Source: an optimization exercise on an open RTL-to-GDS flow (aim: small area and a short achievable clock period). Production flows keep margins and buffers that such runs may drop. Only simulation tests tie the RTL to the original design; equivalence was not proved. Power figures rest on the tool's default switching activity, not on a simulated workload.

middle:
// decode_stage
module decode_stage #(
  parameter int XLEN  = 32,
  parameter int NREGS = 32
) (
  input  logic            clk,
  input  logic            rst,
  input  logic            in_valid,
  output logic            in_ready,
  input  logic [31:0]     in_instr,
  input  logic [XLEN-1:0] in_pc,
  input  logic            flush,
  input  logic            wb_en,
  input  logic [4:0]      wb_rd,
  input  logic [XLEN-1:0] wb_data,
  output logic            out_valid,
  input  logic            out_ready,
  output logic [XLEN-1:0] out_pc,
  output logic [XLEN-1:0] out_rs1_data,
  output logic [XLEN-1:0] out_rs2_data,
  output logic [XLEN-1:0] out_imm,
  output logic [4:0]      out_rs1,
  output logic [4:0]      out_rs2,
  output logic [4:0]      out_rd,
  output logic [3:0]      out_alu_ctrl,
  output logic            out_mul_en,
  output logic            out_branch,
  output logic            out_mem_read,
  output logic            out_mem_to_reg,
  output logic            out_mem_write,
  output logic            out_alu_src,
  output logic            out_reg_write,
  output logic            out_illegal,
  output logic [1:0]      out_jump
);
  localparam int F_U = 0;    
  localparam int F_J = 1;    
  localparam int F_I = 2;    
  localparam int F_B = 3;    
  localparam int F_S = 4;    
  logic [6:0]        opcode, funct7;
  logic [2:0]        funct3;
  logic              use_rs1, use_rs2, use_rd, known;
  logic [4:0]        fmt;
  decode_pkg::ctrl_t ctrl;
  assign opcode = in_instr[6:0];
  assign funct3 = in_instr[14:12];
  assign funct7 = in_instr[31:25];
  always_comb begin
    ctrl    = '0;
    fmt     = '0;
    use_rs1 = 1'b0;
    use_rs2 = 1'b0;
    use_rd  = 1'b0;
    known   = 1'b1;
    case (opcode)
      decode_pkg::OP_LUI, decode_pkg::OP_AUIPC: begin
        fmt[F_U] = 1'b1;
        use_rd = 1'b1; ctrl.alu_src = 1'b1; ctrl.reg_write = 1'b1;
      end
      decode_pkg::OP_JAL: begin
        fmt[F_J] = 1'b1;
        use_rd = 1'b1; ctrl.alu_src = 1'b1; ctrl.reg_write = 1'b1; ctrl.jump = decode_pkg::JUMP_JAL;
      end
      decode_pkg::OP_JALR: begin
        fmt[F_I] = 1'b1;
        use_rs1 = 1'b1; use_rd = 1'b1;
        ctrl.alu_src = 1'b1; ctrl.reg_write = 1'b1; ctrl.jump = decode_pkg::JUMP_JALR;
      end
      decode_pkg::OP_BRANCH: begin
        fmt[F_B] = 1'b1;
  ...
For scale: roughly 0.047 mm2 of cells after synthesis.
==> flow/config.mk <==
export PLATFORM = sky130hd
export DESIGN_NAME = decode_stage
export DESIGN_NICKNAME = decode_stage
export VERILOG_FILES = /design/flow/design.v
export SDC_FILE = /design/flow/constraint.sdc
export NUM_CORES = 4
export LEC_CHECK = 0
export CAP_MARGIN = 20
export CORE_MARGIN = 2
export CORE_UTILIZATION = 50
export SETUP_SLACK_MARGIN = 2.5
export SLEW_MARGIN = 20
export SYNTH_HIERARCHICAL = 1
export SYNTH_MINIMUM_KEEP_SIZE = 0
==> flow/constraint.sdc <==
create_clock -name core_clock -period 6.0 [get_ports {clk}]
set_input_delay 1.2000 -clock core_clock [delete_from_list [all_inputs] [get_ports {clk}]]
set_output_delay 1.2000 -clock core_clock [all_outputs]
set_load 0.01 [all_outputs]
standard.sh (not shown) runs the stock make flow with config.mk's settings and CLKGATE_MAP_FILE= SYNTH_SCRIPT=/design/flow/synth_recipe.tcl, a recipe that flattens the netlist after the stock synthesis.
==> flow/flow/run.sh <==
#!/bin/bash
# The standard layout (standard.sh, unchanged synthesis) with three extra make settings:
#  - port buffers are plain buf_1 cells instead of the delay buffer buffer_ports picks on its own;
#  - the resizer may change a cell's footprint (sky130hd's config restricts it to the same one);
#  - clock tree synthesis clusters up to 25 sinks within 80 um per leaf buffer and inserts no
#    dummy loads.
# make's full output goes to flow_make.log here; each ORFS step logs under orfs/logs/.
set -uo pipefail
bash standard.sh \
  MATCH_CELL_FOOTPRINT=0 \
  "BUFFER_PORTS_ARGS=-buffer_cell sky130_fd_sc_hd__buf_1" \
  "CTS_ARGS=-sink_clustering_enable -repair_clock_nets -sink_clustering_size 25 -sink_clustering_max_diameter 80 -dont_use_dummy_load" \
  finish > flow_make.log 2>&1
status=$?
tail -20 flow_make.log
exit $status
middle did not stop at any stage, and its layout met the timing, design-rule and antenna checks.
--- input diff middle..east ---
diff --git a/flow/design.v b/flow/design.v
--- a/flow/design.v
+++ b/flow/design.v
@@ -235,27 +235,19 @@
   end
   logic        hz_q, hazard, load, hz_in;
   logic [24:0] ir_q;      
   logic [4:0]  fmt_q;
   logic        use1_q, use2_q, userd_q;
   decode_pkg::ctrl_t ctrl_q;
   assign hazard = hz_q && ((use_rs1 && in_instr[19:15] == ir_q[4:0]) ||
                            (use_rs2 && in_instr[24:20] == ir_q[4:0]));
   assign load     = !out_valid || out_ready;
-  decode_ready u_ready (
-    .instr     (in_instr),
-    .hz        (hz_q),
-    .rd        (ir_q[4:0]),
-    .out_valid (out_valid),
-    .out_ready (out_ready),
-    .flush     (flush),
-    .in_ready  (in_ready)
-  );
+  assign in_ready = load && !hazard && !flush;
   assign hz_in    = opcode == decode_pkg::OP_LOAD && in_instr[11:7] != 5'd0;
   always_ff @(posedge clk or negedge rst) begin
     if (!rst) begin
       out_valid <= 1'b0;
       hz_q      <= 1'b0;
     end else if (flush || (load && hazard)) begin
       out_valid <= 1'b0;
       hz_q      <= 1'b0;
     end else if (load) begin
@@ -322,59 +314,9 @@
   assign out_branch     = ctrl_q.branch;
   assign out_mem_read   = ctrl_q.mem_read;
   assign out_mem_to_reg = ctrl_q.mem_read;
   assign out_mem_write  = ctrl_q.mem_write;
   assign out_alu_src    = ctrl_q.alu_src;
   assign out_reg_write  = ctrl_q.reg_write;
   assign out_illegal    = ctrl_q.illegal;
   assign out_jump       = ctrl_q.jump;
 endmodule
-module decode_ready (
-  input  logic [31:0] instr,
-  input  logic        hz,          
-  input  logic [4:0]  rd,          
-  input  logic        out_valid,
-  input  logic        out_ready,
-  input  logic        flush,
-  output logic        in_ready
-);
-  logic [6:0] op;
-  logic       nuse1, nuse2, nload;
-  logic [4:0] e1, e2;              
-  logic       p1, q1, p2, q2, t1, t2;
-  assign op    = instr[6:0];
-  assign nuse1 = !(op == decode_pkg::OP_JALR || op == decode_pkg::OP_BRANCH ||
-                   op == decode_pkg::OP_LOAD || op == decode_pkg::OP_STORE ||
-                   op == decode_pkg::OP_IMM  || op == decode_pkg::OP_OP);
-  assign nuse2 = !(op == decode_pkg::OP_BRANCH || op == decode_pkg::OP_STORE ||
-                   op == decode_pkg::OP_OP);
-  assign nload = (out_valid && !out_ready) || flush;
-  genvar k;
-  generate
-    for (k = 0; k < 5; k++) begin : g_eq
-      rdy_xnor2 u_e1 (.a(instr[15+k]), .b(rd[k]), .y(e1[k]));
-      rdy_xnor2 u_e2 (.a(instr[20+k]), .b(rd[k]), .y(e2[k]));
-    end
-  endgenerate
-  rdy_nand3  u_p1 (.a(e1[0]), .b(e1[1]), .c(e1[2]), .y(p1));
-  rdy_nand2  u_q1 (.a(e1[3]), .b(e1[4]), .y(q1));
-  rdy_nand3  u_p2 (.a(e2[0]), .b(e2[1]), .c(e2[2]), .y(p2));
-  rdy_nand2  u_q2 (.a(e2[3]), .b(e2[4]), .y(q2));
-  rdy_nor3   u_t1 (.a(p1), .b(q1), .c(nuse1), .y(t1));      
-  rdy_nor3   u_t2 (.a(p2), .b(q2), .c(nuse2), .y(t2));      
-  rdy_a221oi u_r  (.a1(hz), .a2(t1), .b1(hz), .b2(t2), .c1(nload), .y(in_ready));
-endmodule
-module rdy_xnor2 (input logic a, b, output logic y);
-  assign y = ~(a ^ b);
-endmodule
-module rdy_nand2 (input logic a, b, output logic y);
-  assign y = ~(a & b);
-endmodule
-module rdy_nand3 (input logic a, b, c, output logic y);
-  assign y = ~(a & b & c);
-endmodule
-module rdy_nor3 (input logic a, b, c, output logic y);
-  assign y = ~(a | b | c);
-endmodule
-module rdy_a221oi (input logic a1, a2, b1, b2, c1, output logic y);
-  assign y = ~(a1 & a2 | b1 & b2 | c1);
-endmodule
--- outcome ---
- Synthesized cell count in east vs middle: down 26
- Total power of east is higher than that of middle.
- Run comparison: east critical path launch point in_instr[18]; middle critical path launch point wb_rd[1]
- Compared with middle, east shows wire length on met2 that has gone up by a little under 10%.
- east gives more total power density per cell area than middle did.
- Row post-synthesis xor/xnor area fraction: east lower / middle higher
- Number of non-filler instances in the completed layout came out lower on east than on middle.
- middle → east: growth of design area from synthesis to finish moved down; design area dropped 0.57%; wire length increased 9.5%.
- NOTE: sequential cell power in east exceeds that of middle

## port drivers added, routing unchanged
Ports are ideal in the flow. The routed layouts listed here were re-timed in OpenROAD.
Step 1: set_driving_cell puts a clkbuf_16 on clk and a buf_2 on each other input, an assumption about the parent block.
Step 2 also shifts input and output timing later by t, the mid clock arrival at the registers, as if the neighbouring blocks saw the same clock.
Slacks: ideal / step 1 / step 2; pairs: ideal / step 1.
| run | t (ns) | slack for setup (ns) | slew at the worst register clock pin (ns) |
|---|---|---|---|
| middle | 0.722 | 2.307 / 2.268 / 1.546 | 0.11 / 0.11 |
| east | 0.760 | 2.250 / 2.292 / 1.532 | 0.10 / 0.10 |
After both steps setup and hold are still met in every run listed. The setup slack of middle, which loses most, moves by -0.039 ns with the drivers and by -0.761 ns with both steps.
